What follows belongs to an exercise in optimizing a design on an open flow for small area; a production flow would make more cautious choices.
Function was checked by simulation only, so behaviour that the tests miss may differ from the original.
Power and IR drop assume default switching activity.

==> design/flow/design.v <==
`timescale 1ns/1ps
`default_nettype none
package rv_pkg;
   localparam int XLEN       = 32;
   localparam int REG_COUNT  = 32;
   localparam int IMEM_WORDS = 64;
   typedef logic [XLEN-1:0]               word_t;
   typedef logic [$clog2(REG_COUNT)-1:0]  reg_idx_t;
   typedef logic [$clog2(IMEM_WORDS)-1:0] imem_addr_t;
   typedef logic [6:0]                    opcode_t;
   localparam opcode_t OPC_OP     = 7'b0110011;
   localparam opcode_t OPC_OP_IMM = 7'b0010011;
   localparam opcode_t OPC_LUI    = 7'b0110111;
   localparam opcode_t OPC_AUIPC  = 7'b0010111;
   localparam opcode_t OPC_JAL    = 7'b1101111;
   localparam opcode_t OPC_BRANCH = 7'b1100011;
   typedef enum logic [4:0] {
      OP_ADD, OP_SUB, OP_AND, OP_OR, OP_XOR,
      OP_SLL, OP_SRL, OP_SRA, OP_SLT, OP_SLTU,
      OP_ADDI, OP_ANDI, OP_ORI, OP_XORI,
      OP_SLLI, OP_SRLI, OP_SRAI, OP_SLTI, OP_SLTIU,
      OP_LUI, OP_AUIPC, OP_JAL,
      OP_BEQ, OP_BNE, OP_BLT, OP_BGE, OP_BLTU, OP_BGEU,
      OP_ILLEGAL
   } alu_op_e;
   localparam logic [2:0] CLS_NOP   = 3'd0;
   localparam logic [2:0] CLS_OP    = 3'd1;
   localparam logic [2:0] CLS_OPIMM = 3'd2;
   localparam logic [2:0] CLS_BR    = 3'd3;
   localparam logic [2:0] CLS_LUI   = 3'd4;
   localparam logic [2:0] CLS_AUIPC = 3'd5;
   localparam logic [2:0] CLS_JAL   = 3'd6;
   typedef enum logic [1:0] {
      IDLE,
      ACK,
      WAIT_DROP
   } readout_state_e;
endpackage
`default_nettype wire
`timescale 1ns/1ps
`default_nettype none
module instr_fetch (
   input  logic        clk,
   input  logic        arst_n,
   input  logic        run,
   input  logic [1:0]  ph,
   input  logic        load_req,
   input  logic [5:0]  load_addr,
   input  logic [31:0] load_data,
   output logic        load_ack,
   input  logic [1:0]  fetch_slot,   
   input  logic        fetch_win,
   input  logic [3:0]  fetch_ring,   
   output logic        capture,
   output logic [27:0] head,
   output logic [27:0] instr
);
   logic [15:0][27:0] q0, q1, q2, q3;    
   logic [5:0]        wb_addr;
   logic              wb_v;              
   logic              load_accept;
   logic [2:0]        load_cls;
   logic              clr_en;
   logic [5:0]        clr_addr;
   logic              clr_a, clr_b;
   logic              set_a, set_b;
   logic [15:0]       ring_clr, ring_set;
   logic [15:0]       fsel;
   always_comb begin
      case (load_data[6:0])
         7'b0110011: load_cls = rv_pkg::CLS_OP;
         7'b0010011: load_cls = rv_pkg::CLS_OPIMM;
         7'b0110111: load_cls = rv_pkg::CLS_LUI;
         7'b0010111: load_cls = rv_pkg::CLS_AUIPC;
         7'b1101111: load_cls = rv_pkg::CLS_JAL;
         7'b1100011: load_cls = rv_pkg::CLS_BR;
         default:    load_cls = rv_pkg::CLS_NOP;
      endcase
   end
   assign load_accept = load_req & ~load_ack & ~run;
   always_ff @(posedge clk or negedge arst_n) begin
      if (!arst_n) begin
         load_ack <= 1'b0;
      end else begin
         load_ack <= load_req & (load_ack | ~run);
      end
   end
   assign clr_addr = load_accept ? load_addr : wb_addr;
   assign clr_en   = load_accept | wb_v;
   assign clr_a    = clr_en & (clr_addr[1:0] == ph);
   assign clr_b    = clr_en & (clr_addr[1:0] == ph + 2'd2);
   always_ff @(posedge clk) begin
      if (load_accept) begin
         wb_addr <= load_addr;
      end
      wb_v  <= load_accept & ~clr_a & ~clr_b;
      set_a <= clr_a;
      set_b <= clr_b;
   end
   always_comb begin
      for (int r = 0; r < 16; r++) begin
         ring_clr[r] = (clr_addr[5:2] == 4'(r));
         ring_set[r] = (wb_addr[5:2] == 4'(r));
      end
   end
   always_ff @(posedge clk) begin
      for (int r = 0; r < 16; r++) begin
         q1[r] <= ~(q0[r] | {28{clr_a & ring_clr[r]}});
         q2[r] <= ~(q1[r] | ({28{set_a & ring_set[r]}} & instr));
         q3[r] <= ~(q2[r] | {28{clr_b & ring_clr[r]}});
         q0[r] <= ~(q3[r] | ({28{set_b & ring_set[r]}} & instr));
      end
   end
   always_comb begin
      for (int r = 0; r < 16; r++) fsel[r] = (fetch_ring == 4'(r));
      head = '0;
      for (int r = 0; r < 16; r++) head = head | ({28{fsel[r]}} & q3[r]);
   end
   assign capture = fetch_win & (fetch_slot == ph + 2'd1);
   always_ff @(posedge clk) begin
      if (load_accept) begin
         instr <= {load_data[31:7], load_cls};
      end else if (capture) begin
         instr <= head;
      end
   end
endmodule
`default_nettype wire
`timescale 1ns/1ps
`default_nettype none
module rv_decoder (
   input  logic [31:0] instr,      
   output logic        is_op,
   output logic        is_opimm,
   output logic        is_lui,
   output logic        is_auipc,
   output logic        is_jal,
   output logic        is_br,
   output logic [31:0] imm,
   output logic        wr_en,
   output logic        halt
);
   logic [2:0] cls;
   logic [2:0] f3;
   logic       b30;
   logic       writes;
   assign cls    = instr[2:0];
   assign f3     = instr[14:12];
   assign b30    = instr[30];
   assign is_op    = (cls == rv_pkg::CLS_OP);
   assign is_opimm = (cls == rv_pkg::CLS_OPIMM);
   assign is_lui   = (cls == rv_pkg::CLS_LUI);
   assign is_auipc = (cls == rv_pkg::CLS_AUIPC);
   assign is_jal   = (cls == rv_pkg::CLS_JAL);
   assign is_br    = (cls == rv_pkg::CLS_BR);
   always_comb begin
      if (is_opimm)
         imm = {{21{instr[31]}}, instr[30:20]};
      else if (is_br)
         imm = {{20{instr[31]}}, instr[7], instr[30:25], instr[11:8], 1'b0};
      else if (is_jal)
         imm = {{12{instr[31]}}, instr[19:12], instr[20], instr[30:21], 1'b0};
      else
         imm = {instr[31:12], 12'b0};
   end
   assign writes = (is_op & (~b30 | f3 == 3'b000 | f3 == 3'b101))
                 | (is_opimm & ~(b30 & f3 == 3'b001))
                 | is_lui | is_auipc | is_jal;
   assign wr_en  = writes & (instr[11:7] != 5'd0);
   assign halt = is_jal & (instr[31:12] == 20'd0);
endmodule
`default_nettype wire
`timescale 1ns/1ps
`default_nettype none
module rv_alu (
   input  logic [31:0] a,
   input  logic [31:0] b,
   input  logic        sub,
   input  logic        alu_sel,    
   input  logic [2:0]  f3,
   input  logic        arith,
   output logic [31:0] result,
   output logic [31:0] sum,
   output logic        cond
);
   logic        cout;
   logic [31:0] bb, pg, gg, pp;
   logic [32:0] carry;
   logic        lt_u, lt_s, eq;
   logic        left;
   logic [31:0] sh_in, sh_out, shifted;
   logic [31:0] a_rev, sh_rev;
   logic [63:0] sh_ext;
   always_comb begin
      bb = b ^ {32{sub}};
      pg = a ^ bb;
      gg = a & bb;
      pp = pg;
      for (int d = 0; d < 5; d++) begin
         for (int i = 0; i < 32; i++) begin
            if (((i + 1) % (2 << d)) == 0) begin
               gg[i] = gg[i] | (pp[i] & gg[i - (1 << d)]);
               pp[i] = pp[i] & pp[i - (1 << d)];
            end
         end
      end
      for (int d = 3; d >= 0; d--) begin
         for (int i = 0; i < 32; i++) begin
            if (((i + 1) % (2 << d)) == (1 << d) && i >= (2 << d)) begin
               gg[i] = gg[i] | (pp[i] & gg[i - (1 << d)]);
               pp[i] = pp[i] & pp[i - (1 << d)];
            end
         end
      end
      carry[0] = sub;
      for (int i = 0; i < 32; i++) carry[i + 1] = gg[i] | (pp[i] & sub);
   end
   assign sum  = pg ^ carry[31:0];
   assign cout = carry[32];
   assign lt_u = ~cout;
   assign lt_s = (a[31] ^ b[31]) ? a[31] : lt_u;
   assign eq   = (sum == 32'd0);
   always_comb begin
      case (f3)
         3'b000:  cond = eq;
         3'b001:  cond = ~eq;
         3'b100:  cond = lt_s;
         3'b101:  cond = ~lt_s;
         3'b110:  cond = lt_u;
         3'b111:  cond = ~lt_u;
         default: cond = 1'b0;
      endcase
   end
   assign left   = ~f3[2];
   always_comb begin
      for (int i = 0; i < 32; i++) begin
         a_rev[i]  = a[31 - i];
         sh_rev[i] = sh_out[31 - i];
      end
   end
   assign sh_in  = left ? a_rev : a;
   assign sh_ext = {{32{arith & a[31]}}, sh_in};
   assign sh_out = 32'(sh_ext >> b[4:0]);
   assign shifted = left ? sh_rev : sh_out;
   always_comb begin
      if (alu_sel) begin
         case (f3)
            3'b001, 3'b101: result = shifted;
            3'b010:         result = {31'b0, lt_s};
            3'b011:         result = {31'b0, lt_u};
            3'b100:         result = a ^ b;
            3'b110:         result = a | b;
            3'b111:         result = a & b;
            default:        result = sum;
         endcase
      end else begin
         result = sum;
      end
   end
endmodule
`default_nettype wire
`timescale 1ns/1ps
`default_nettype none
module reg_file (
   input  logic        clk,
   input  logic        arst_n,
   input  logic [1:0]  ph,
   input  logic        wr_win,
   input  logic [4:0]  wr_idx,
   input  logic [31:0] wr_data,
   input  logic        sel_load,   
   input  logic [4:0]  sel_idx,
   output logic [31:0] rd_val      
);
   logic [7:0][31:0]  g0, g1, g2;
   logic [7:1][31:0]  g3;
   logic [1:0]        ph3;
   logic [31:1]       valid;
   logic              clr;
   logic              set;
   logic [7:0]        ring;
   logic [1:0]        wslot;
   logic [31:0]       vfull;
   logic              rvalid;
   logic [1:0]        stage;
   logic [1:0]        slot3, stage3;
   logic [4:0]        pidx;
   logic [7:0]        psel;
   logic [3:0]        ssel;
   logic [31:0]       w0, w1, w2, w3;
   always_ff @(posedge clk) begin
      ph3 <= (ph3[1] | (ph3 == 2'd3)) ? 2'd0 : ph3 + 2'd1;
   end
   assign wslot = (wr_idx[4:2] == 3'd0) ? (wr_idx[1:0] - 2'd1) : wr_idx[1:0];
   assign clr   = wr_win & (wslot == ((wr_idx[4:2] == 3'd0) ? ph3 : ph));
   always_ff @(posedge clk) begin
      set <= clr;
   end
   always_comb begin
      for (int q = 0; q < 8; q++) ring[q] = (wr_idx[4:2] == 3'(q));
   end
   always_ff @(posedge clk) begin
      for (int q = 0; q < 8; q++) begin
         g1[q] <= ~(g0[q] | {32{clr & ring[q]}});
         g2[q] <= ~(g1[q] | ({32{set & ring[q]}} & wr_data));
      end
      g0[0] <= g2[0];
      for (int q = 1; q < 8; q++) begin
         g3[q] <= g2[q];
         g0[q] <= g3[q];
      end
   end
   always_ff @(posedge clk or negedge arst_n) begin
      if (!arst_n) begin
         valid <= '0;
      end else begin
         for (int r = 1; r < 32; r++) begin
            if (clr && wr_idx == 5'(r)) valid[r] <= 1'b1;
         end
      end
   end
   always_ff @(posedge clk) begin
      if (sel_load) begin
         pidx <= sel_idx;
         for (int q = 0; q < 8; q++) psel[q] <= (sel_idx[4:2] == 3'(q));
      end
   end
   assign vfull  = {valid, 1'b0};
   assign rvalid = vfull[pidx];
   assign slot3  = pidx[1:0] - 2'd1;
   assign stage3 = (ph3 >= slot3) ? (ph3 - slot3) : (ph3 - slot3 - 2'd1);
   assign stage  = psel[0] ? stage3 : (ph - pidx[1:0]);
   always_comb begin
      w0 = '0; w1 = '0; w2 = '0; w3 = '0;
      for (int q = 0; q < 8; q++) begin
         w0 = w0 | ({32{psel[q]}} & g0[q]);
         w1 = w1 | ({32{psel[q]}} & g1[q]);
         w2 = w2 | ({32{psel[q]}} & g2[q]);
      end
      for (int q = 1; q < 8; q++) begin
         w3 = w3 | ({32{psel[q]}} & g3[q]);
      end
      for (int k = 0; k < 4; k++) ssel[k] = rvalid & (stage == 2'(k));
   end
   assign rd_val = ({32{ssel[0]}} & ~w0) | ({32{ssel[1]}} & w1)
                 | ({32{ssel[2]}} & ~w2) | ({32{ssel[3]}} & ~w3)
                 | (rvalid ? 32'd0 : {27'b0, pidx});
endmodule
`default_nettype wire
`timescale 1ns/1ps
`default_nettype none
module rv_core_top (
   input  logic               clk,
   input  logic               arst_n,
   input  logic               run,
   input  logic               load_req,
   input  rv_pkg::imem_addr_t load_addr,
   input  rv_pkg::word_t      load_data,
   output logic               load_ack,
   input  logic               rd_req,
   input  rv_pkg::reg_idx_t   rd_index,
   output logic               rd_ack,
   output rv_pkg::word_t      rd_data,
   output logic               halted
);
   localparam logic [2:0] X0 = 3'd0, X1 = 3'd1, X2 = 3'd2, F0 = 3'd3,
                          F3 = 3'd6, IDLE = 3'd7;
   logic [1:0]  ph;
   logic [2:0]  st;
   logic [31:0] pc;
   logic [27:0] word;
   logic [31:0] instr;      
   logic [31:0] res;
   logic        taken;
   logic [4:0]  rdq;
   logic        wenq;
   logic        hltq;
   logic        idle;
   logic        capture;
   logic [27:0] head;
   logic        sel_load;
   logic [4:0]  sel_idx;
   logic        is_op, is_opimm, is_lui, is_auipc, is_jal, is_br;
   logic [31:0] imm;
   logic        dec_wen, dec_halt;
   logic [31:0] port_val;
   logic        in_x0, in_x1, in_x2;
   logic        fetch_win, wr_win;
   logic [31:0] alu_a, alu_b, alu_res, alu_sum;
   logic        alu_cond, use_imm, use4, sub;
   always_ff @(posedge clk) begin
      ph <= ph + 2'd1;
   end
   assign pc[0] = 1'b0;
   assign idle      = (st == IDLE);
   assign in_x0     = (st == X0);
   assign in_x1     = (st == X1);
   assign in_x2     = (st == X2);
   assign fetch_win = (st >= F0) && (st <= F3);
   assign wr_win    = wenq && (st >= X2) && (st <= 3'd5);
   instr_fetch u_fetch (
      .clk        (clk),
      .arst_n     (arst_n),
      .run        (run),
      .ph         (ph),
      .load_req   (load_req),
      .load_addr  (load_addr),
      .load_data  (load_data),
      .load_ack   (load_ack),
      .fetch_slot (pc[3:2]),
      .fetch_win  (fetch_win),
      .fetch_ring (pc[7:4]),
      .capture    (capture),
      .head       (head),
      .instr      (word)
   );
   assign instr = {word[27:3], 4'b0, word[2:0]};
   rv_decoder u_decoder (
      .instr    (instr),
      .is_op    (is_op),
      .is_opimm (is_opimm),
      .is_lui   (is_lui),
      .is_auipc (is_auipc),
      .is_jal   (is_jal),
      .is_br    (is_br),
      .imm      (imm),
      .wr_en    (dec_wen),
      .halt     (dec_halt)
   );
   assign sel_load = capture | in_x0 | (idle & rd_req & ~rd_ack);
   always_comb begin
      if (idle)       sel_idx = rd_index;
      else if (in_x0) sel_idx = instr[24:20];
      else            sel_idx = (head[2:0] == rv_pkg::CLS_LUI) ? 5'd0 : head[15:11];
   end
   reg_file u_regs (
      .clk      (clk),
      .arst_n   (arst_n),
      .ph       (ph),
      .wr_win   (wr_win),
      .wr_idx   (rdq),
      .wr_data  (res),
      .sel_load (sel_load),
      .sel_idx  (sel_idx),
      .rd_val   (port_val)
   );
   assign use4    = in_x2 ? ~taken : is_jal;
   assign use_imm = in_x2 ? taken : (is_opimm | is_lui | is_auipc);
   assign alu_a   = (in_x2 | is_auipc | is_jal) ? pc : res;
   assign alu_b   = use4 ? 32'd4 : (use_imm ? imm : port_val);
   assign sub     = in_x1 & ((is_op & instr[30] & instr[14:12] == 3'b000)
                           | ((is_op | is_opimm) & instr[14:13] == 2'b01)
                           | is_br);
   rv_alu u_alu (
      .a       (alu_a),
      .b       (alu_b),
      .sub     (sub),
      .alu_sel (is_op | is_opimm),
      .f3      (instr[14:12]),
      .arith   (instr[30]),
      .result  (alu_res),
      .sum     (alu_sum),
      .cond    (alu_cond)
   );
   always_ff @(posedge clk) begin
      if (in_x0) begin
         res <= port_val;
      end else if (in_x1) begin
         res <= alu_res;
      end
      if (in_x1) begin
         taken <= is_jal | (is_br & alu_cond);
         rdq   <= instr[11:7];
      end
   end
   always_ff @(posedge clk or negedge arst_n) begin
      if (!arst_n) begin
         st     <= IDLE;
         pc[31:1] <= '0;
         wenq   <= 1'b0;
         hltq   <= 1'b0;
         halted <= 1'b0;
      end else begin
         if (in_x1) begin
            wenq <= dec_wen;
            hltq <= dec_halt;
         end
         if (in_x2) begin
            pc[31:1] <= alu_sum[31:1];
         end
         case (st)
            IDLE: if (run && !halted) st <= F0;
            F3: begin
               if (hltq) begin
                  st     <= IDLE;
                  halted <= 1'b1;
               end else begin
                  st <= X0;
               end
            end
            default: st <= st + 3'd1;
         endcase
      end
   end
   always_ff @(posedge clk or negedge arst_n) begin
      if (!arst_n) begin
         rd_ack <= 1'b0;
      end else begin
         rd_ack <= rd_req;
      end
   end
   assign rd_data = port_val;
endmodule
`default_nettype wire
==> design/flow/flow/run.sh <==
#!/bin/bash
# Standard layout, except that clock tree synthesis inserts no dummy loads
# and the port buffers are the smallest buffer.
set -euo pipefail
export CTS_ARGS="-sink_clustering_enable -repair_clock_nets -dont_use_dummy_load -sink_clustering_size 10 -sink_clustering_max_diameter 40 -buf_list {sky130_fd_sc_hd__clkbuf_4 sky130_fd_sc_hd__clkbuf_8}"
export BUFFER_PORTS_ARGS="-buffer_cell sky130_fd_sc_hd__buf_1"
bash standard.sh > standard.log 2>&1
==> design/flow/standard.sh <==
#!/bin/bash
# synth_recipe.tcl (not shown) runs the flow's synth.tcl, then flattens the netlist and writes it again
# the make line also repeats each setting of config.mk as NAME=value (left out here)
make -C /OpenROAD-flow-scripts/flow DESIGN_CONFIG=/design/flow/config.mk WORK_HOME=/design/flow/orfs CLKGATE_MAP_FILE= SYNTH_SCRIPT=/design/flow/synth_recipe.tcl "${@:-finish}"
==> design/flow/config.mk <==
export PLATFORM = sky130hd
export DESIGN_NAME = rv_core_top
export DESIGN_NICKNAME = rv_core_top
export VERILOG_FILES = /design/flow/design.v
export SDC_FILE = /design/flow/constraint.sdc
export NUM_CORES = 4
export LEC_CHECK = 0
export CAP_MARGIN = 10
export CELL_PAD_IN_SITES_DETAIL_PLACEMENT = 1
export CELL_PAD_IN_SITES_GLOBAL_PLACEMENT = 2
export CORE_MARGIN = 2
export CORE_UTILIZATION = 50
export PLACE_DENSITY = 0.6
export SLEW_MARGIN = 10
==> design/flow/constraint.sdc <==
create_clock -name core_clock -period 13.0 [get_ports {clk}]
set_input_delay 2.6000 -clock core_clock [delete_from_list [all_inputs] [get_ports {clk}]]
set_output_delay 2.6000 -clock core_clock [all_outputs]
set_load 0.01 [all_outputs]
==> results of run 1 <==
routing by layer:
layer	vias up	global-route usage [%]	routed length, µm
met5	-	0	74
met4	8	18.96	19130
met3	876	6.115	23730
met2	2891	59.57	161300
met1	35310	47.24	143300
li1	29810	-	-
flip-flops by register name, indices dropped and copies added, names as in the netlist, 2 cells and up:
signal,count
pc,31
st,3
u_regs.g2,256
u_fetch.wb_addr,6
u_regs.g0,256
res,32
u_regs.valid,31
u_fetch.q3,448
u_regs.psel,8
u_fetch.instr,28
u_regs.g1,256
rdq,5
ph,2
u_regs.g3,224
u_regs.ph3,2
u_fetch.q1,448
u_fetch.q2,448
u_regs.pidx,5
u_fetch.q0,448
cell type report:
class,count,area share (%)
sequential,2947,60.31
multi-input combinational,4884,28.81
clock buffer,401,5.535
tap,2370,2.974
timing repair buffer,288,1.951
inverter,103,0.3927
antenna,11,0.02760
worst max-delay path by stage:
stage	from	to	slack, ns	depth (start not counted)
6_report	u_regs.pidx[1]	taken	3.64	26
3_5_place_dp	u_regs.pidx[1]	taken	3.87	26
4_1_cts	u_regs.pidx[1]	taken	3.79	26
5_1_grt	u_regs.pidx[1]	taken	3.24	26
3_3_place_gp	u_regs.pidx[0]	taken	3.93	28
2_1_floorplan	u_regs.pidx[0]	taken	5.84	30
worst max-delay path: cells and delay by family (launching register included):
family | cells | cell delay [ns]
adders and majority gates | 2 | 0.88
muxes | 3 | 0.66
AOI/OAI and AO/OA | 4 | 1.18
and+or+nand+nor | 10 | 2.95
xor gates and xnor gates | 3 | 0.60
buffers and inverters | 4 | 1.83
DFF | 1 | 0.87
stage by stage:
stage | hold slack (ns) | cells | worst slack [ns]
after floorplan | 0.3304 | 8554 | 5.843
after global placement | 0.3309 | 10590 | 3.927
after global routing | 0.2974 | 11000 | 3.237
after detailed placement | 0.3376 | 10590 | 3.870
final | 0.2957 | 11000 | 3.644
after CTS | 0.2900 | 10990 | 3.790
power breakdown:
part           internal (W)  leakage [nW]  switching (W)
clock               0.00272          2.88        0.00313
combinational       0.00381          12.3        0.00883
sequential           0.0108          24.5       0.000810
layout by cell type (no fill, tap or decap), drive strengths merged, types with 39 or more instances in the layout:
cell    count
a211oi     43
a21o       61
a21oi    1294
a221oi     83
a22o       69
a22oi     548
buf       287
clkbuf    402
dfrtp      67
dfxtp    2798
edfxtp     79
ha        110
inv       100
mux2i     101
nand2     202
nand3      67
nand4     132
nor2     1425
nor3       47
o211ai     39
o21ai     196
xor2       43
logic make-up after synthesis:
logic type               count (synthesis)
buffers and inverters                  723
flip-flops                            2947
AND/OR/NAND/NOR                       2005
multiplexers                           144
AO/OA/AOI/OAI                         2546
XOR/XNOR                                78
adder cells (fa/ha/maj)                111
==> impl_metrics.ini, run 1 <==
[outcome]
status = no timing/DRC/antenna violations

[logic_synthesis]
synthesis.instances = 8554
synth_area_um2 = 90920
synth_top_family_by_area = compound AO/OA/AOI/OAI gates
synth_most_common_cell = dfxtp_1
yosys.area.top_type = dfxtp_1
synth-edff-count = 79
synth_xor_area_share_pct = 0.7596
synth_warnings = 5
synth-compound-area-share_pct = 17.47
synth_nets = 8713
synth_cell_types = 107
ys_seq_elements = 2947
avgSynthCellArea_um2 = 10.63
netlist_top_cells_count = dfxtp_1 (2,798), nor2_1 (1,424), a21oi_1 (1,294), a22oi_1 (548), clkbuf_1 (516)
synth-simple-area-share_pct = 9.263
ys_seq_area_share_pct = 66.15
synth_area_leaders = dfxtp_1 (62%), a21oi_1 (7.1%), nor2_1 (5.9%)
synth_top_area_share_pct = 61.61
synthAdderAreaFrac_pct = 1.536
synthArstFlopShare_pct = 2.375
synth_top_flop_cell = dfxtp_1
synthMuxAreaShare_pct = 1.731

[pwr]
vdd_drop_max_mv = 0.1985
finalPower_w = 0.03014
pwr_density_cell_nw_per_um2 = 302.2
power_leakage_nw = 39.72

[clock_network]
cts_tree = built
cts_hold_buffers = 0
path_clk_slew_ns = 0.07
clk_path_buf_depth = 4
cts_made_buffers = 401
insertion_delay_ns = 1.15
h-tree-depth = 5
post_cts_resized = 0
cts_setup_buffers = 0
cts.sinks = 2947
cts_root_buf = clkbuf_8

[global_route]
grt_pass1_vias = 70820
grt_pass1_wl_um = 496600
grt_usage_pct = 36.71
grt_start_max_net_pins = 129
grt_overflow = 0
antenna_found_initial = 15

[hold_path]
worstHoldPathCells = 0
hold_class = reg2reg
worstHoldStart = u_regs.g3[56]
whs_endpoint = u_regs.g0[88]

[place]
placed_cell_area_um2 = 94170
globalplace.congestion = 0.9522
io_buffers = 82
hpwl_um = 214800

[layout]
layout.nets = 8784
multi_input_area_um2 = 28730
fin_area_um2 = 99720
drive_above_1_share_pct = 9.324
synthToLayoutAreaGrowth_pct = 9.677
fin_util_pct = 55.17
ff_latch_area_um2 = 60140
fillers = 19210

[sta]
finalCriticalPeriod_ns = 9.356
finalSetupViolCount = 0
worst_slew_pin_slew_ns = 1.153
max_freq_mhz = 106.9
slew_headroom_pct = 22.88
rsz0062_at_grt = no
final-hold-violation-count = 0
post-route-period-util_pct = 71.97
slew_violations = 0
worst_clock_skew_ns = 0.1141
tns_ns = 0

[job]
cap_viol_max_count = 0

[floorplan]
core_area_um2 = 180700
rows = 156
die_width_um = 430.4
die_area_um2 = 185300
start_util_pct = 50.30
ios = 83
die_h_um = 430.4

[critical_path]
critPathArrivalTime_ns = 10.14
crit_path_start_kind = flip-flop
worst-path-max-fanout = 36
crit-reg2reg-launch = u_regs.pidx[1]
required_ns = 13.78
r2r_setup_slack_ns = 3.64
reg2reg_to = taken
worst_path_most_repeated_cell = buf_4
crit_path_end_kind = flip-flop
slowest_stage = edfxtp_1
critical_path_class = reg2reg
rr_worst_depth = 26
critPathMaxStageDelay_ns = 0.87

[route]
dr_total_vias = 68890
drtPass1Iterations = 6
drt-wirelength-per-cell_um = 31.58
drt-total-wl_um = 347500
drtIter0Drc = 6213
ant_nets = 0
drc = 0
vias_per_cell = 6.260
==> run 2: changes to the inputs <==
==> design/flow/flow/run.sh (replaced) <==
#!/bin/bash
# Standard layout, except that clock tree synthesis inserts no dummy loads
# and the port buffers are the smallest buffer.
set -euo pipefail
export CTS_ARGS="-sink_clustering_enable -repair_clock_nets -dont_use_dummy_load -sink_clustering_size 18 -sink_clustering_max_diameter 65 -buf_list sky130_fd_sc_hd__clkbuf_8"
export BUFFER_PORTS_ARGS="-buffer_cell sky130_fd_sc_hd__buf_1"
bash standard.sh > standard.log 2>&1
==> run 2 against run 1 <==
Effect of this change: still clean on timing, DRC and antenna; clock power is about 30% lower; flip-flop and latch count unchanged; die area did not move; clock skew is 0.0041 ns lower; critical path depth unchanged; largest power group unchanged.
==> impl_metrics.ini, run 2 <==
[critical_path]
required_ns = 13.68
worst-path-max-fanout = 36
crit_path_end_kind = flip-flop
critical_path_class = reg2reg
critPathArrivalTime_ns = 10.04
crit_path_start_kind = flip-flop

[logic_synthesis]
synth_cell_types = 107
synth_area_um2 = 90920
synth_area_leaders = dfxtp_1 (62%), a21oi_1 (7.1%), nor2_1 (5.9%)
avgSynthCellArea_um2 = 10.63
synth_top_area_share_pct = 61.61
netlist_top_cells_count = dfxtp_1 (2,798), nor2_1 (1,424), a21oi_1 (1,294), a22oi_1 (548), clkbuf_1 (516)
synth-edff-count = 79
ys_seq_elements = 2947
synth_warnings = 5
yosys.area.top_type = dfxtp_1
synth_most_common_cell = dfxtp_1
synthesis.instances = 8554
synth_top_flop_cell = dfxtp_1
synth_nets = 8713
ys_seq_area_share_pct = 66.15
synthArstFlopShare_pct = 2.375

[route]
dr_total_vias = 67700
drt-wirelength-per-cell_um = 31.80
top_layer = met5
drc = 0
drtIter0Drc = 6218
wl_met1_um = 142900
drtPass1Iterations = 5
ant_nets = 0
vias_per_cell = 6.272
wl_met2_um = 159100
drt-total-wl_um = 343200
wl_met3_um = 22280

[layout]
layout_commonest_cell = dfxtp_1
fin_util_pct = 53.58
fillers = 19350
final_cell_mix = dfxtp_1 (2,798), nor2_1 (1,338), a21oi_1 (1,293)
synthToLayoutAreaGrowth_pct = 6.520
drive_above_1_share_pct = 7.083
layout.nets = 8576

[job]
cap_viol_max_count = 0

[clock_network]
cts_made_buffers = 193
cts_setup_buffers = 0
post_cts_resized = 0
cts_hold_buffers = 0
cts_tree = built
cts.sinks = 2947
clk_path_buf_depth = 3
cts_root_buf = clkbuf_8
insertion_delay_ns = 1.04
path_clk_slew_ns = 0.11
h-tree-depth = 4

[global_route]
grt_usage_pct = 36.24
grt_pass1_vias = 68790
grt_pass1_wl_um = 489500
grt_overflow = 0
antenna_found_initial = 13
grt_start_max_net_pins = 129

[floorplan]
die_area_um2 = 185300
start_util_pct = 50.30
die_width_um = 430.4
ios = 83
rows = 156
core_area_um2 = 180700
die_h_um = 430.4

[sta]
post-route-period-util_pct = 71.96
worst_slack_ns = 3.645
final-hold-violation-count = 0
rsz0062_at_grt = no
finalCriticalPeriod_ns = 9.355
max_freq_mhz = 106.9
slew_violations = 0
tns_ns = 0
slew_headroom_pct = 23.11
worst_clock_skew_ns = 0.1100
finalSetupViolCount = 0
worst_slew_pin_slew_ns = 1.149

[place]
place_ws_ns = 3.870
io_buffers = 82
hpwl_um = 214800
globalplace.congestion = 0.9522

[pwr]
finalPower_w = 0.02834
pwr_density_cell_nw_per_um2 = 292.6
vdd_drop_max_mv = 0.1951
power_leakage_nw = 38.22

[outcome]
status = no timing/DRC/antenna violations

[hold_path]
hold_class = reg2reg
## run 2: cell counts after synthesis
No cell type changed its count.
## run 2: critical path: stages, from the launching register on
cell	delay, ns
edfxtp_1	0.87
xor2_1	0.22
fa_1	0.44
or3b_1	0.44
xnor2_1	0.19
mux2i_4	0.13
buf_4	0.48
buf_4	0.49
mux2i_1	0.31
or4_1	0.53
and3_1	0.18
buf_4	0.27
inv_2	0.60
xnor2_1	0.17
ha_1	0.43
and4_1	0.26
or4b_1	0.45
a21o_1	0.20
and3_1	0.28
o21ai_0	0.45
mux2i_1	0.33
o2111a_1	0.26
and4b_1	0.26
nand4_1	0.11
nor2_1	0.29
mux2i_1	0.22
o32ai_1	0.09
## run 2: cell type report
cell class                 instances  area, µm²  share of cell area (%)
sequential                      2947      60140                   62.10
timing repair buffer             288       1946                   2.009
multi-input combinational       4884      28730                   29.66
inverter                         103      391.6                  0.4044
clock buffer                     193       2656                   2.743
antenna                            8      20.02                 0.02067
tap                             2370       2965                   3.062
## run 2: per-layer routing
metal | GRT usage, % | up-vias
li1 | - | 29390
met1 | 47.18 | 34890
met2 | 59.12 | 2635
met3 | 5.397 | 784
met4 | 17.70 | 6
met5 | 0 | -
## run 2: logic make-up (layout without fill, tap and decap cells)
family	Yosys count	in the layout	synth area share, %
flops	2947	2947	66.15
compound gates	2546	2546	17.47
simple gates	2005	2005	9.263
buf+inv	723	584	3.094
mux	144	144	1.731
fa+ha+maj	111	111	1.536
xor+xnor	78	78	0.7596
other cells	0	8	0
## run 2: path summary, 6_finish.rpt
| kind | cells after the start | end | slack [ns] | startpoint |
|---|---|---|---|---|
| worst max-delay path | 26 | taken | 3.64 | u_regs.pidx[1] |
| worst min-delay path | 0 | u_regs.g0[241] | 0.31 | u_regs.g3[209] |
| worst max register to register | 26 | taken | 3.64 | u_regs.pidx[1] |
| worst min register to register | 0 | u_regs.g0[241] | 0.31 | u_regs.g3[209] |
| max in group asynchronous | 2 | u_regs.valid[21] | 10.21 | arst_n |
| min in group asynchronous | 1 | pc[23] | 1.51 | arst_n |
## run 2: per-stage QoR
| stage | cell area (µm²) | cells | hold WS (ns) |
|---|---|---|---|
| 3_3_place_gp | 94160 | 10590 | 0.3309 |
| 3_5_place_dp | 94170 | 10590 | 0.3376 |
| 6_report | 96850 | 10790 | 0.3127 |
| 2_1_floorplan | 90920 | 8554 | 0.3304 |
| 4_1_cts | 96830 | 10790 | 0.3135 |
| 5_1_grt | 96840 | 10790 | 0.3086 |
## run 2: power breakdown
part / internal (W) / switching [W] / total [W] / leakage (nW)
Clock: 0.00133 / 0.00275 / 0.00408 / 1.39
Combinational: 0.00381 / 0.00881 / 0.0126 / 12.3
Sequential: 0.0108 / 0.000805 / 0.0116 / 24.5
Total: 0.0160 / 0.0124 / 0.0283 / 38.2
==> run 3: changes to the inputs <==
==> design/flow/flow/run.sh (replaced) <==
#!/bin/bash
# Standard layout, except that clock tree synthesis inserts no dummy loads
# and the port buffers are the smallest buffer.
set -euo pipefail
export CTS_ARGS="-sink_clustering_enable -repair_clock_nets -dont_use_dummy_load -sink_clustering_size 18 -sink_clustering_max_diameter 55 -buf_list sky130_fd_sc_hd__clkbuf_8"
export BUFFER_PORTS_ARGS="-buffer_cell sky130_fd_sc_hd__buf_1"
bash standard.sh > standard.log 2>&1
==> run 3 against run 2 <==
Effect of this change: count of clock-buffer cells in the layout rose by 7; sequential share of layout area fell by 0.057 points; final area barely moved; synthesized cell count did not move; final cell count barely moved; combinational power barely moved; flip-flop and latch count did not move; power rose by 0.21%; critical path type unchanged; wire length barely moved; non-clock buffer count did not move; still clean; register-to-register slack barely moved.
==> impl_metrics.ini, run 3 <==
[outcome]
status = no timing/DRC/antenna violations

[critical_path]
crit_path_end_kind = flip-flop
worst-path-max-fanout = 36
path_buf_inv = 4
slowest_stage = edfxtp_1
crit_path_start_kind = flip-flop
crit_family = simple AND/OR/NAND/NOR gates
worst_path_most_repeated_cell = buf_4
critical_path_class = reg2reg
critPathMaxStageDelay_ns = 0.86
critPathArrivalTime_ns = 9.99
required_ns = 13.64

[layout]
ff_latch_area_um2 = 60140
multi_input_area_um2 = 28730
fin_cells = 10800
layout_commonest_cell = dfxtp_1
synthToLayoutAreaGrowth_pct = 6.618
fin_util_pct = 53.63
final_cell_mix = dfxtp_1 (2,798), nor2_1 (1,338), a21oi_1 (1,293)
layout.nets = 8583
drive_above_1_share_pct = 7.160
fillers = 19300

[sta]
tns_ns = 0
final-hold-violation-count = 0
finalSetupViolCount = 0
max_freq_mhz = 106.9
post-route-period-util_pct = 71.93
slew_violations = 0
hold_ws_ns = 0.2784
finalCriticalPeriod_ns = 9.350
rsz0062_at_grt = no
slew_headroom_pct = 23.53
worst_slew_pin_slew_ns = 1.143
worst_clock_skew_ns = 0.1418

[clock_network]
cts_tree = built
post_cts_resized = 0
clk_path_buf_depth = 3
h-tree-depth = 4
cts_hold_buffers = 0
insertion_delay_ns = 1.06
cts_root_buf = clkbuf_8
path_clk_slew_ns = 0.11
cts.sinks = 2947
cts_setup_buffers = 0
cts_made_buffers = 200

[floorplan]
die_width_um = 430.4
start_util_pct = 50.30
die_area_um2 = 185300
core_area_um2 = 180700
rows = 156
die_h_um = 430.4
ios = 83

[job]
cap_viol_max_count = 0

[logic_synthesis]
synth_area_leaders = dfxtp_1 (62%), a21oi_1 (7.1%), nor2_1 (5.9%)
synth_cell_types = 107
synth_most_common_cell = dfxtp_1
synth_warnings = 5
netlist_top_cells_count = dfxtp_1 (2,798), nor2_1 (1,424), a21oi_1 (1,294), a22oi_1 (548), clkbuf_1 (516)
avgSynthCellArea_um2 = 10.63
synth_top_area_share_pct = 61.61
synthArstFlopShare_pct = 2.375
ys_seq_elements = 2947
ys_seq_area_share_pct = 66.15
synth_nets = 8713
synth-edff-count = 79
synth_area_um2 = 90920
synth_top_flop_cell = dfxtp_1
synthesis.instances = 8554
yosys.area.top_type = dfxtp_1

[global_route]
grt_start_max_net_pins = 129
grt_overflow = 0
grt_usage_pct = 36.25
antenna_found_initial = 8
grt_pass1_wl_um = 489600
grt_pass1_vias = 68810

[place]
io_buffers = 82
dp_cells = 10590
hpwl_um = 214800
globalplace.congestion = 0.9522

[route]
dr_total_vias = 67300
drt-total-wl_um = 343400
drtIter0Drc = 6379
drt-wirelength-per-cell_um = 31.81
vias_per_cell = 6.233
ant_nets = 0
drtPass1Iterations = 6
drc = 0

[pwr]
vdd_drop_max_mv = 0.1994
power_leakage_nw = 38.27
pwr_density_cell_nw_per_um2 = 292.9

[hold_path]
hold_class = reg2reg
-- run 3: cell count changes in the layout (fill, tap and decap cells not counted) --
cell | previous run | this run
diode_2 | 8 | 5
clkbuf_8 | 193 | 200
-- run 3: final timing paths --
check	slack, ns	endpoint	cells past startpoint	from
worst max register to register	3.65	taken	26	u_regs.pidx[1]
worst min-delay path	0.28	u_fetch.q3[26]	1	u_fetch.q2[26]
worst max-delay path	3.65	taken	26	u_regs.pidx[1]
min in group asynchronous	1.51	pc[27]	1	arst_n
worst min register to register	0.28	u_fetch.q3[26]	1	u_fetch.q2[26]
max in group asynchronous	10.21	u_regs.valid[29]	2	arst_n
-- run 3: area by class of cell --
type | count | share of cell area [%]
antenna | 5 | 0.01291
timing repair buffer | 288 | 2.007
sequential | 2947 | 62.04
clock buffer | 200 | 2.840
multi-input combinational | 4884 | 29.64
tap | 2370 | 3.059
inverter | 103 | 0.4040
-- run 3: layer usage --
| layer | vias up | track usage (%) | part of all wire [%] |
|---|---|---|---|
| li1 | 29400 | - | - |
| met1 | 34590 | 47.23 | 42 |
| met2 | 2543 | 58.89 | 46 |
| met3 | 776 | 5.501 | 6.3 |
| met4 | 2 | 17.94 | 5.6 |
| met5 | - | 0 | 0.0035 |
-- run 3: cell families after synthesis --
logic type,Yosys count,synth area share [%]
simple gates,2005,9.263
xor+xnor,78,0.7596
fa+ha+maj,111,1.536
mux,144,1.731
buf+inv,723,3.094
flops,2947,66.15
compound gates,2546,17.47
-- run 3: power breakdown --
| part | total [W] | internal [W] | switching [W] | leakage (nW) |
|---|---|---|---|---|
| clock network | 0.00414 | 0.00137 | 0.00277 | 1.44 |
| registers | 0.0116 | 0.0108 | 0.000804 | 24.5 |
| logic | 0.0126 | 0.00381 | 0.00882 | 12.3 |
| total | 0.0284 | 0.0160 | 0.0124 | 38.3 |
-- run 3: stage by stage --
step	power [W]	setup slack [ns]	instance area, µm²
floorplan	0.01924	5.843	90920
global placement	0.02383	3.927	94160
detailed placement	0.02408	3.870	94170
CTS	0.02816	3.748	96920
global route	0.02966	3.176	96930
finish	0.02840	3.650	96940
==> run 4: changes to the inputs <==
==> design/flow/flow/run.sh (replaced) <==
#!/bin/bash
# Standard layout, except that clock tree synthesis inserts no dummy loads
# and the port buffers are the smallest buffer.
set -euo pipefail
export CTS_ARGS="-sink_clustering_enable -repair_clock_nets -dont_use_dummy_load -sink_clustering_size 17 -sink_clustering_max_diameter 60 -buf_list sky130_fd_sc_hd__clkbuf_8"
export BUFFER_PORTS_ARGS="-buffer_cell sky130_fd_sc_hd__buf_1"
bash standard.sh > standard.log 2>&1
==> run 4 against run 3 <==
Effect of this change: non-clock buffer count unchanged; combinational power about the same; wire length about the same; final cell count about the same; critical path depth unchanged; core utilization about the same; critical endpoint unchanged; final area about the same; clock skew decreased by 0.024 ns; largest cell class unchanged; synthesized cell count unchanged; area after synthesis unchanged; register-to-register slack improved by 0.08 ns; fmax increased by 0.87%.
==> impl_metrics.ini, run 4 <==
[outcome]
status = no timing/DRC/antenna violations

[sta]
worst_clock_skew_ns = 0.1183
rsz0062_at_grt = no
finalSetupViolCount = 0
worst_slew_pin_slew_ns = 1.139
finalCriticalPeriod_ns = 9.270
slew_headroom_pct = 23.80
max_freq_mhz = 107.9
post-route-period-util_pct = 71.31
slew_violations = 0
final-hold-violation-count = 0
tns_ns = 0

[floorplan]
start_util_pct = 50.30
rows = 156
die_h_um = 430.4
die_area_um2 = 185300
core_area_um2 = 180700
die_width_um = 430.4
ios = 83

[clock_network]
path_clk_slew_ns = 0.10
insertion_delay_ns = 1.03
cts_tree = built
post_cts_resized = 0
cts_made_buffers = 203
cts_root_buf = clkbuf_8
clk_path_buf_depth = 3
cts.sinks = 2947
cts_hold_buffers = 0
cts_setup_buffers = 0
h-tree-depth = 4

[global_route]
grt_start_max_net_pins = 129
grt_pass1_vias = 69050
grt_usage_pct = 36.28
grt_overflow = 0
grt_pass1_wl_um = 490200
antenna_found_initial = 10

[critical_path]
crit_family = simple AND/OR/NAND/NOR gates
critical_path_class = reg2reg
crit_path_end_kind = flip-flop
required_ns = 13.67
slowest_stage = edfxtp_1
critPathArrivalTime_ns = 9.94
crit_path_start_kind = flip-flop
worst-path-max-fanout = 36
path_buf_inv = 4
critPathMaxStageDelay_ns = 0.86

[logic_synthesis]
avgSynthCellArea_um2 = 10.63
synth-edff-count = 79
netlist_top_cells_count = dfxtp_1 (2,798), nor2_1 (1,424), a21oi_1 (1,294), a22oi_1 (548), clkbuf_1 (516)
synth_most_common_cell = dfxtp_1
synth_warnings = 5
synth_cell_types = 107
synth_top_area_share_pct = 61.61
synth_area_um2 = 90920
synth_nets = 8713
synth_top_flop_cell = dfxtp_1
synthesis.instances = 8554
synthArstFlopShare_pct = 2.375
ys_seq_elements = 2947
ys_seq_area_share_pct = 66.15
yosys.area.top_type = dfxtp_1
synth_area_leaders = dfxtp_1 (62%), a21oi_1 (7.1%), nor2_1 (5.9%)

[job]
cap_viol_max_count = 0

[place]
dp_cells = 10590
globalplace.congestion = 0.9522
placed_cell_area_um2 = 94170
hpwl_um = 214800
io_buffers = 82

[route]
drtPass1Iterations = 7
drt-total-wl_um = 343600
dr_total_vias = 67510
vias_per_cell = 6.250
drtIter0Drc = 6151
drc = 0
ant_nets = 0
drt-wirelength-per-cell_um = 31.81

[layout]
synthToLayoutAreaGrowth_pct = 6.666
fillers = 19310
fin_cells = 10800
final_cell_mix = dfxtp_1 (2,798), nor2_1 (1,338), a21oi_1 (1,293)
layout.nets = 8586
layout_commonest_cell = dfxtp_1
fin_util_pct = 53.66
drive_above_1_share_pct = 7.193
fin_area_um2 = 96980

[pwr]
pwr_density_cell_nw_per_um2 = 292.9
vdd_drop_max_mv = 0.1925
power_leakage_nw = 38.29

[hold_path]
hold_class = reg2reg
[run 4: worst paths after layout]
check	cells past startpoint	to	slack [ns]	startpoint
setup / recovery	26	taken	3.73	u_regs.pidx[1]
hold reg to reg	1	u_fetch.q3[26]	0.29	u_fetch.q2[26]
setup reg to reg	26	taken	3.73	u_regs.pidx[1]
hold / removal	1	u_fetch.q3[26]	0.29	u_fetch.q2[26]
max in group asynchronous	2	hltq	10.21	arst_n
min in group asynchronous	1	pc[27]	1.54	arst_n
[run 4: through the flow]
step	setup WS (ns)	hold slack (ns)	power, W
finish	3.730	0.2871	0.02841
global route	3.258	0.2757	0.02970
CTS	3.775	0.2591	0.02818
detailed placement	3.870	0.3376	0.02408
global placement	3.927	0.3309	0.02383
floorplan	5.843	0.3304	0.01924
[run 4: cell families after synthesis]
family	synth area share (%)
AOI/OAI and AO/OA	17.47
xor gates and xnor gates	0.7596
adders and majority gates	1.536
buffers and inverters	3.094
DFF	66.15
muxes	1.731
and+or+nand+nor	9.263
[run 4: area by class of cell]
| type | count | area, µm² | share of cell area (%) |
|---|---|---|---|
| flip-flops and latches | 2947 | 60140 | 62.01 |
| clock buffers | 203 | 2794 | 2.881 |
| well taps | 2370 | 2965 | 3.058 |
| repair buffers | 288 | 1946 | 2.006 |
| multi-input cells | 4884 | 28730 | 29.62 |
| inverters | 103 | 391.6 | 0.4038 |
| diodes | 6 | 15.01 | 0.01548 |
[run 4: layer usage]
layer | routed length [µm] | up-vias | global-route usage, %
li1 | - | 29400 | -
met1 | 143100 | 34700 | 47.07
met5 | 23 | - | 0
met2 | 158800 | 2625 | 58.94
met3 | 22730 | 780 | 5.889
met4 | 18920 | 4 | 17.87
[run 4: report_power, final]
part / switching (W) / internal [W]
logic: 0.00879 / 0.00381
clock network: 0.00278 / 0.00139
registers: 0.000805 / 0.0108
total: 0.0124 / 0.0160
==> run 5: changes to the inputs <==
==> design/flow/config.mk (replaced) <==
export PLATFORM = sky130hd
export DESIGN_NAME = rv_core_top
export DESIGN_NICKNAME = rv_core_top
export VERILOG_FILES = /design/flow/design.v
export SDC_FILE = /design/flow/constraint.sdc
export NUM_CORES = 4
export LEC_CHECK = 0
export CAP_MARGIN = 20
export CELL_PAD_IN_SITES_DETAIL_PLACEMENT = 0
export CELL_PAD_IN_SITES_GLOBAL_PLACEMENT = 0
export CORE_MARGIN = 2
export CORE_UTILIZATION = 60
export PLACE_DENSITY = 0.7
export SLEW_MARGIN = 20
==> run 5 against run 4 <==
Effect of this change: still clean on timing, DRC and antenna; final area decreased by 0.64%; core utilization grew 11 points; sequential share of layout area up 0.40 points; sequential power barely moved; first-iteration DRC count up 40%; hold slack got worse by 0.032 ns; register-to-register slack improved by 0.68 ns; global-route usage is 3.7 points higher; critical endpoint unchanged.
==> impl_metrics.ini, run 5 <==
[critical_path]
required_ns = 13.55
crit_path_start_kind = flip-flop
critPathMaxStageDelay_ns = 0.77
slowest_stage = a211oi_1
path_buf_inv = 4
critical_path_class = reg2reg
critPathArrivalTime_ns = 9.15
crit_family = simple AND/OR/NAND/NOR gates
crit_path_end_kind = flip-flop
worst-path-max-fanout = 70

[logic_synthesis]
synth_most_common_cell = dfxtp_1
synthesis.instances = 8554
synth_nets = 8713
yosys.area.top_type = dfxtp_1
synth_area_leaders = dfxtp_1 (62%), a21oi_1 (7.1%), nor2_1 (5.9%)
synth_top_area_share_pct = 61.61
synthArstFlopShare_pct = 2.375
synth_area_um2 = 90920
avgSynthCellArea_um2 = 10.63
synth_warnings = 5
synth_cell_types = 107
synth_top_flop_cell = dfxtp_1
netlist_top_cells_count = dfxtp_1 (2,798), nor2_1 (1,424), a21oi_1 (1,294), a22oi_1 (548), clkbuf_1 (516)
synth-edff-count = 79
ys_seq_elements = 2947
ys_seq_area_share_pct = 66.15

[sta]
worst_slew_pin_slew_ns = 1.313
max_freq_mhz = 116.4
post-route-period-util_pct = 66.10
slew_violations = 0
worst_clock_skew_ns = 0.1529
tns_ns = 0
hold_ws_ns = 0.2548
finalSetupViolCount = 0
slew_headroom_pct = 11.55
rsz0062_at_grt = no
final-hold-violation-count = 0
finalCriticalPeriod_ns = 8.593

[place]
globalplace.congestion = 1.077
hpwl_um = 196100
io_buffers = 82
dp_cells = 10230

[global_route]
grt_start_max_net_pins = 112
grt_overflow = 0
grt_usage_pct = 39.96
grt_pass1_vias = 65560
grt_pass1_wl_um = 449300
antenna_found_initial = 10

[route]
drtPass1Iterations = 8
drt-wirelength-per-cell_um = 30.26
vias_per_cell = 6.600
dr_total_vias = 68860
drc = 0
drt-total-wl_um = 315700
ant_nets = 0
drtIter0Drc = 8585

[pwr]
power_leakage_nw = 38.19
pwr_density_cell_nw_per_um2 = 290.6
vdd_drop_max_mv = 0.2196
finalPower_w = 0.02800

[floorplan]
die_h_um = 393.3
ios = 83
rows = 142
start_util_pct = 60.56
die_width_um = 393.3
die_area_um2 = 154700
core_area_um2 = 150100

[clock_network]
cts_tree = built
cts.sinks = 2947
cts_made_buffers = 200
insertion_delay_ns = 0.97
cts_root_buf = clkbuf_8
cts_setup_buffers = 0
clk_path_buf_depth = 3
cts_hold_buffers = 0
path_clk_slew_ns = 0.10
post_cts_resized = 0
h-tree-depth = 4

[layout]
layout.nets = 8571
synthToLayoutAreaGrowth_pct = 5.984
fin_util_pct = 64.18
final_cell_mix = dfxtp_1 (2,798), nor2_1 (1,338), a21oi_1 (1,293)
layout_commonest_cell = dfxtp_1
drive_above_1_share_pct = 7.039
fin_cells = 10430

[hold_path]
hold_class = reg2reg

[outcome]
status = no timing/DRC/antenna violations

[job]
cap_viol_max_count = 0
## run 5: logic make-up (layout without fill, tap and decap cells)
kind of cell / Yosys count / in the layout / synth area share [%]
and+or+nand+nor: 2005 / 2005 / 9.263
muxes: 144 / 144 / 1.731
DFF: 2947 / 2947 / 66.15
other: 0 / 7 / 0
xor gates and xnor gates: 78 / 78 / 0.7596
adders and majority gates: 111 / 111 / 1.536
AOI/OAI and AO/OA: 2546 / 2546 / 17.47
buffers and inverters: 723 / 579 / 3.094
## run 5: metrics by stage
step                instance area (µm²)  setup WS, ns
detailed placement                93580         4.646
CTS                               96340         4.571
global placement                  93580         4.671
global route                      96340         4.049
finish                            96360         4.407
floorplan                         90920         5.843
## run 5: area by class of cell
type,count,area [µm²]
Antenna cell,7,17.52
Clock buffer,200,2753
Fill cell,12160,53770
Inverter,103,391.6
Multi-Input combinational cell,4884,28730
Sequential cell,2947,60140
Tap cell,2016,2522
Timing Repair Buffer,276,1805
## run 5: path summary, 6_finish.rpt
kind	startpoint	endpoint	slack, ns	depth (start not counted)
max	u_regs.pidx[0]	taken	4.41	26
min reg2reg	u_regs.g2[0]	u_regs.g0[0]	0.25	0
max in group asynchronous	arst_n	u_regs.valid[31]	10.14	2
max reg2reg	u_regs.pidx[0]	taken	4.41	26
min	u_regs.g2[0]	u_regs.g0[0]	0.25	0
min in group asynchronous	arst_n	pc[21]	1.65	1
## run 5: power by group
group	switching, W	internal (W)	total, W
sequential	0.000878	0.0108	0.0117
clock	0.00268	0.00137	0.00406
combinational	0.00848	0.00377	0.0122
## run 5: per-layer routing
layer  share of wire (%)  routed length (µm)  vias up  global-route usage (%)
li1                    -                   -    29380                       -
met1                  39              122200    33970                   52.26
met2                  44              138900     4439                   61.92
met3                  11               33580     1060                   8.321
met4                 6.6               20920        8                   22.42
met5               0.018                  57        -                       0
## run 5: worst reg2reg max path, stage by stage (launching register included)
cell and delay [ns]:
edfxtp_1 0.61, inv_1 0.21, ha_1 0.17, inv_1 0.05
fa_1 0.40, or3b_1 0.44, a31oi_4 0.17, buf_4 0.60
buf_4 0.73, a311oi_1 0.25, a211oi_1 0.77, nor2_1 0.08
nor3_1 0.38, xor2_1 0.13, ha_1 0.38, and4_1 0.24
nand2_1 0.07, or3_1 0.37, a31o_2 0.28, nand3_1 0.18
mux2_2 0.36, a211oi_1 0.45, and3_1 0.30, nand3_1 0.11
nor2_1 0.25, mux2i_1 0.22, o32ai_1 0.09
==> run 6: changes to the inputs <==
==> design/flow/config.mk (replaced) <==
export PLATFORM = sky130hd
export DESIGN_NAME = rv_core_top
export DESIGN_NICKNAME = rv_core_top
export VERILOG_FILES = /design/flow/design.v
export SDC_FILE = /design/flow/constraint.sdc
export NUM_CORES = 4
export LEC_CHECK = 0
export CAP_MARGIN = 10
export CELL_PAD_IN_SITES_DETAIL_PLACEMENT = 0
export CELL_PAD_IN_SITES_GLOBAL_PLACEMENT = 1
export CORE_MARGIN = 2
export CORE_UTILIZATION = 56
export PLACE_DENSITY = 0.78
export SLEW_MARGIN = 10
==> run 6 against run 5 <==
Effect of this change: worst setup slack lost 0.68 ns; register-to-register slack lost 0.68 ns; first-iteration DRC count shrank 3.9%; sequential power is essentially flat; non-clock buffer count shrank 5; critical endpoint unchanged; count of clock-buffer cells in the layout grew 4; hold slack gained 0.012 ns.
==> impl_metrics.ini, run 6 <==
[outcome]
status = no timing/DRC/antenna violations

[pwr]
vdd_drop_max_mv = 0.2233
pwr_density_cell_nw_per_um2 = 291.7
power_leakage_nw = 38.20

[floorplan]
die_h_um = 406.9
rows = 147
start_util_pct = 56.49
ios = 83
die_width_um = 406.9
die_area_um2 = 165600
core_area_um2 = 160900

[logic_synthesis]
ys_seq_area_share_pct = 66.15
synth_area_leaders = dfxtp_1 (62%), a21oi_1 (7.1%), nor2_1 (5.9%)
synth_most_common_cell = dfxtp_1
synth_top_flop_cell = dfxtp_1
synthArstFlopShare_pct = 2.375
netlist_top_cells_count = dfxtp_1 (2,798), nor2_1 (1,424), a21oi_1 (1,294), a22oi_1 (548), clkbuf_1 (516)
synth_area_um2 = 90920
synth_nets = 8713
synth_cell_types = 107
synth_warnings = 5
synth-edff-count = 79
avgSynthCellArea_um2 = 10.63
synthesis.instances = 8554
synth_top_area_share_pct = 61.61
yosys.area.top_type = dfxtp_1
ys_seq_elements = 2947

[sta]
hold_ws_ns = 0.2670
slew_violations = 0
max_freq_mhz = 107.8
rsz0062_at_grt = no
post-route-period-util_pct = 71.34
tns_ns = 0
worst_clock_skew_ns = 0.1527
slew_headroom_pct = 17.75
worst_slew_pin_slew_ns = 1.234
finalCriticalPeriod_ns = 9.274
final-hold-violation-count = 0
finalSetupViolCount = 0

[global_route]
grt_usage_pct = 38.31
grt_overflow = 0
grt_pass1_wl_um = 459600
antenna_found_initial = 14
grt_pass1_vias = 64680
grt_start_max_net_pins = 123

[hold_path]
worstHoldStart = u_regs.g3[161]
hold_class = reg2reg

[route]
drtPass1Iterations = 8
drt-total-wl_um = 323000
vias_per_cell = 6.398
dr_total_vias = 67690
drt-wirelength-per-cell_um = 30.53
drtIter0Drc = 8249
drc = 0
ant_nets = 0

[layout]
synthToLayoutAreaGrowth_pct = 6.175
layout.nets = 8570
layout_commonest_cell = dfxtp_1
drive_above_1_share_pct = 7.040
final_cell_mix = dfxtp_1 (2,798), nor2_1 (1,338), a21oi_1 (1,293)

[critical_path]
critPathArrivalTime_ns = 9.96
worst-path-max-fanout = 36
crit_path_end_kind = flip-flop
crit-reg2reg-launch = u_regs.pidx[1]
critical_path_class = reg2reg
required_ns = 13.69
crit_path_start_kind = flip-flop
startpoint = u_regs.pidx[1]

[clock_network]
h-tree-depth = 4
cts_root_buf = clkbuf_8
cts_tree = built
cts_hold_buffers = 0
insertion_delay_ns = 1.05
post_cts_resized = 0
cts.sinks = 2947
cts_setup_buffers = 0
cts_made_buffers = 204
clk_path_buf_depth = 3
path_clk_slew_ns = 0.10

[place]
io_buffers = 82
hpwl_um = 197700
globalplace.congestion = 0.9887

[job]
cap_viol_max_count = 0
[run 6: changes by cell type in the layout (fill, tap and decap cells not counted), sizes merged]
cell / change
buf: -5
diode: +3
clkbuf: +4
[run 6: kinds of logic (layout without fill, tap and decap cells)]
group | count (synthesis) | count (layout) | share of synthesized area (%)
multiplexers | 144 | 144 | 1.731
adder cells (fa/ha/maj) | 111 | 111 | 1.536
buffers and inverters | 723 | 578 | 3.094
AO/OA/AOI/OAI | 2546 | 2546 | 17.47
flip-flops | 2947 | 2947 | 66.15
XOR/XNOR | 78 | 78 | 0.7596
AND/OR/NAND/NOR | 2005 | 2005 | 9.263
other | 0 | 10 | 0
[run 6: final cells by class]
| type | instances | area [µm²] |
|---|---|---|
| clock buffer | 204 | 2808 |
| sequential | 2947 | 60140 |
| multi-input combinational | 4884 | 28700 |
| inverter | 103 | 391.6 |
| antenna | 10 | 25.02 |
| timing repair buffer | 271 | 1768 |
| fill | 13610 | 64400 |
| tap | 2160 | 2703 |
[run 6: through the flow]
stage | cell area [µm²] | setup WS [ns] | power [W] | utilization [%] | instances
global placement | 93700 | 3.908 | 0.02376 | 58.22 | 10370
finish | 96530 | 3.726 | 0.02816 | 59.98 | 10580
floorplan | 90920 | 5.843 | 0.01924 | - | 8554
CTS | 96510 | 3.837 | 0.02783 | 59.97 | 10570
global route | 96530 | 3.443 | 0.02937 | 59.98 | 10580
detailed placement | 93700 | 3.875 | 0.02379 | 58.22 | 10370
[run 6: metal layers]
metal	up-vias	share of wire, %	GRT usage (%)
met5	-	0.046	0
met4	22	4.9	17.13
met3	788	9.6	7.552
met2	3733	45	60.18
met1	33770	40	51.31
li1	29380	-	-
[run 6: power by group]
group          internal [W]  switching (W)  total, W
logic               0.00376        0.00863    0.0124
clock network       0.00140        0.00275   0.00415
registers            0.0108       0.000797    0.0116
total                0.0160         0.0122    0.0282
[run 6: final timing paths]
kind / to / slack [ns] / cells past startpoint
max: taken / 3.73 / 25
min: u_regs.g0[193] / 0.27 / 0
max in group asynchronous: pc[4] / 10.21 / 2
min reg2reg: u_regs.g0[193] / 0.27 / 0
max reg2reg: taken / 3.73 / 25
min in group asynchronous: pc[20] / 1.57 / 1
[run 6: worst max-delay path: stages (launching register included)]
cell and delay, ns:
edfxtp_1 0.85, xor2_1 0.22, fa_1 0.44, or3b_1 0.44
xnor2_1 0.18, mux2i_4 0.13, buf_4 0.38, buf_4 0.54
mux2i_1 0.86, o211a_4 0.50, nor2_8 0.14, inv_4 0.32
xnor2_1 0.11, ha_1 0.45, and4_1 0.28, or4b_1 0.45
a21o_1 0.20, and3_1 0.29, o21ai_0 0.44, mux2i_1 0.32
o2111a_1 0.30, and4b_1 0.27, nand4_1 0.11, nor2_1 0.36
mux2i_1 0.26, o32ai_1 0.10
==> run 7: changes to the inputs <==
--- a/design/flow/config.mk
+++ b/design/flow/config.mk
@@ -10,5 +10,5 @@
 export CELL_PAD_IN_SITES_GLOBAL_PLACEMENT = 1
 export CORE_MARGIN = 2
 export CORE_UTILIZATION = 56
-export PLACE_DENSITY = 0.78
+export PLACE_DENSITY = 0.66
 export SLEW_MARGIN = 10
==> run 7 against run 6 <==
Effect of this change: still clean on timing, DRC and antenna; sequential share of layout area hardly changed; sequential power hardly changed; via count hardly changed; clock power hardly changed; critical path depth stayed put; worst setup slack worse by 0.24 ns; first-iteration DRC count is 1.6% lower; register-to-register slack worse by 0.24 ns; wire length is 0.36% higher; count of clock-buffer cells in the layout is 2 lower.
==> impl_metrics.ini, run 7 <==
[route]
drc = 0
drtPass1Iterations = 6
dr_total_vias = 67680
ant_nets = 0
drt-total-wl_um = 324200
drt-wirelength-per-cell_um = 30.65
drtIter0Drc = 8117
vias_per_cell = 6.400

[clock_network]
post_cts_resized = 0
path_clk_slew_ns = 0.11
cts_setup_buffers = 0
clk_path_buf_depth = 3
cts_made_buffers = 202
h-tree-depth = 4
cts_tree = built
cts.sinks = 2947
insertion_delay_ns = 1.04
cts_hold_buffers = 0
cts_root_buf = clkbuf_8

[pwr]
sw_frac_of_total_pct = 43.15
clkPwrFrac_pct = 14.7
combPwrFrac_pct = 43.9
vdd_drop_max_mv = 0.2124
p_seq_share_pct = 41.5
p_int_w = 0.01595
p_sw_w = 0.01211
pwr_density_cell_nw_per_um2 = 290.8
power_leakage_nw = 38.17

[layout]
synthToLayoutAreaGrowth_pct = 6.131
fillers = 13690
fin_cells = 10580
layout_commonest_cell = dfxtp_1
drive_above_1_share_pct = 6.996
final_cell_mix = dfxtp_1 (2,798), nor2_1 (1,338), a21oi_1 (1,293)
layout.nets = 8566

[sta]
hold_ws_ns = 0.2774
finalSetupViolCount = 0
rsz0062_at_grt = no
tns_ns = 0
finalCriticalPeriod_ns = 9.509
worst_slew_pin_slew_ns = 1.214
slew_violations = 0
final-hold-violation-count = 0
post-route-period-util_pct = 73.15
max_freq_mhz = 105.2
slew_headroom_pct = 19.04
worst_clock_skew_ns = 0.1354

[floorplan]
die_h_um = 406.9
die_width_um = 406.9
ios = 83
core_area_um2 = 160900
die_area_um2 = 165600
rows = 147
start_util_pct = 56.49

[logic_synthesis]
synth_area_um2 = 90920
synth_most_common_cell = dfxtp_1
yosys.area.top_type = dfxtp_1
synth-edff-count = 79
synth_nets = 8713
ys_seq_area_share_pct = 66.15
ys_seq_elements = 2947
avgSynthCellArea_um2 = 10.63
synth_top_area_share_pct = 61.61
synth_top_flop_cell = dfxtp_1
synthArstFlopShare_pct = 2.375
netlist_top_cells_count = dfxtp_1 (2,798), nor2_1 (1,424), a21oi_1 (1,294), a22oi_1 (548), clkbuf_1 (516)
synthesis.instances = 8554
synth_area_leaders = dfxtp_1 (62%), a21oi_1 (7.1%), nor2_1 (5.9%)
synth_warnings = 5
synth_cell_types = 107

[critical_path]
crit_path_start_kind = flip-flop
worst-path-max-fanout = 38
critical_path_class = reg2reg
crit_path_end_kind = flip-flop
slowest_stage = a31oi_4
worst_path_most_repeated_cell = mux2i_1
critPathArrivalTime_ns = 10.14
path_buf_inv = 3
crit_family = simple AND/OR/NAND/NOR gates
critPathMaxStageDelay_ns = 0.86
required_ns = 13.64

[place]
io_buffers = 82
dp_cells = 10360
globalplace.congestion = 0.9991
hpwl_um = 201000

[global_route]
grt_pass1_wl_um = 458600
grt_usage_pct = 38.38
grt_start_max_net_pins = 111
grt_overflow = 0
grt_pass1_vias = 64460
antenna_found_initial = 10

[job]
cap_viol_max_count = 0

[outcome]
status = no timing/DRC/antenna violations

[hold_path]
hold_class = reg2reg
[run 7: layer usage]
layer | vias to the layer above | global-route usage [%] | part of all wire [%]
met5 | - | 0 | 0.011
met4 | 6 | 20.38 | 6.1
met3 | 881 | 7.218 | 9.1
met2 | 3723 | 60.19 | 45
met1 | 33720 | 50.43 | 40
li1 | 29350 | - | -
[run 7: power by group through the flow]
| stage | sequential, W | clock, W | combinational (W) |
|---|---|---|---|
| floorplan | 0.0114 | 0 | 0.00783 |
| global placement | 0.0118 | 0 | 0.0119 |
| detailed placement | 0.0118 | 0 | 0.0119 |
| CTS | 0.0116 | 0.00414 | 0.0120 |
| global route | 0.0118 | 0.00446 | 0.0130 |
| finish | 0.0116 | 0.00412 | 0.0123 |
[run 7: path summary, 6_finish.rpt]
| check | from | to | slack (ns) | cells past startpoint |
|---|---|---|---|---|
| setup / recovery | u_regs.pidx[1] | taken | 3.49 | 25 |
| hold / removal | u_regs.g2[19] | u_regs.g0[19] | 0.28 | 0 |
| setup reg to reg | u_regs.pidx[1] | taken | 3.49 | 25 |
| hold reg to reg | u_regs.g2[19] | u_regs.g0[19] | 0.28 | 0 |
| max in group asynchronous | arst_n | pc[14] | 10.26 | 2 |
| min in group asynchronous | arst_n | wenq | 1.68 | 1 |
[run 7: cell families after synthesis]
| group | share of synthesized area [%] |
|---|---|
| simple gates | 9.263 |
| buf+inv | 3.094 |
| xor+xnor | 0.7596 |
| flops | 66.15 |
| fa+ha+maj | 1.536 |
| compound gates | 17.47 |
| mux | 1.731 |
[run 7: area by class of cell]
cell class / count / area [µm²] / share of cell area, %
flip-flops and latches: 2947 / 60140 / 62.33
multi-input cells: 4884 / 28710 / 29.76
clock buffers: 202 / 2780 / 2.881
well taps: 2160 / 2703 / 2.801
repair buffers: 269 / 1740 / 1.804
inverters: 103 / 391.6 / 0.4059
diodes: 10 / 25.02 / 0.02593
[run 7: metrics by stage]
| stage | utilization, % | worst slack (ns) | power, W | cell area (µm²) |
|---|---|---|---|---|
| 6_report | 59.96 | 3.491 | 0.02806 | 96490 |
| 5_1_grt | 59.96 | 3.088 | 0.02924 | 96490 |
| 4_1_cts | 59.94 | 3.618 | 0.02770 | 96470 |
| 3_5_place_dp | 58.21 | 3.754 | 0.02369 | 93690 |
| 3_3_place_gp | 58.21 | 3.840 | 0.02362 | 93690 |
| 2_1_floorplan | - | 5.843 | 0.01924 | 90920 |

[separate check: timing with driven ports]
The flow's constraints put no driver on any port. The routed layouts listed below were extracted and timed again, unchanged, in two steps. Step 1 assumes that a clkbuf_16 drives the clock port and a buf_2 every other input. Step 2, shift: input delay + t, output delay - t, t = (earliest + latest rising clock arrival at the registers) / 2. This alone moves slack from input paths to output paths. Slacks: no drivers / after step 1 / after step 2; pairs: no drivers / after step 1.
run	shift t [ns]	slack for setup (ns)	worst register clock-pin slew, ns	worst slew at a driven data input, ns	pins driven straight from the clock port
run 1	1.179	3.644 / 3.644 / 3.644	0.07 / 0.07	0.11	1
run 2	1.067	3.645 / 3.645 / 3.645	0.12 / 0.12	0.10	1
run 3	1.082	3.650 / 3.650 / 3.650	0.12 / 0.12	0.10	1
run 4	1.054	3.730 / 3.730 / 3.730	0.11 / 0.11	0.11	1
run 5	0.980	4.407 / 4.407 / 4.407	0.12 / 0.12	0.13	1
run 6	1.056	3.726 / 3.726 / 3.726	0.11 / 0.11	0.07	1
run 7	1.058	3.491 / 3.491 / 3.491	0.11 / 0.11	0.09	1
After both steps setup and hold are still met in every run listed.
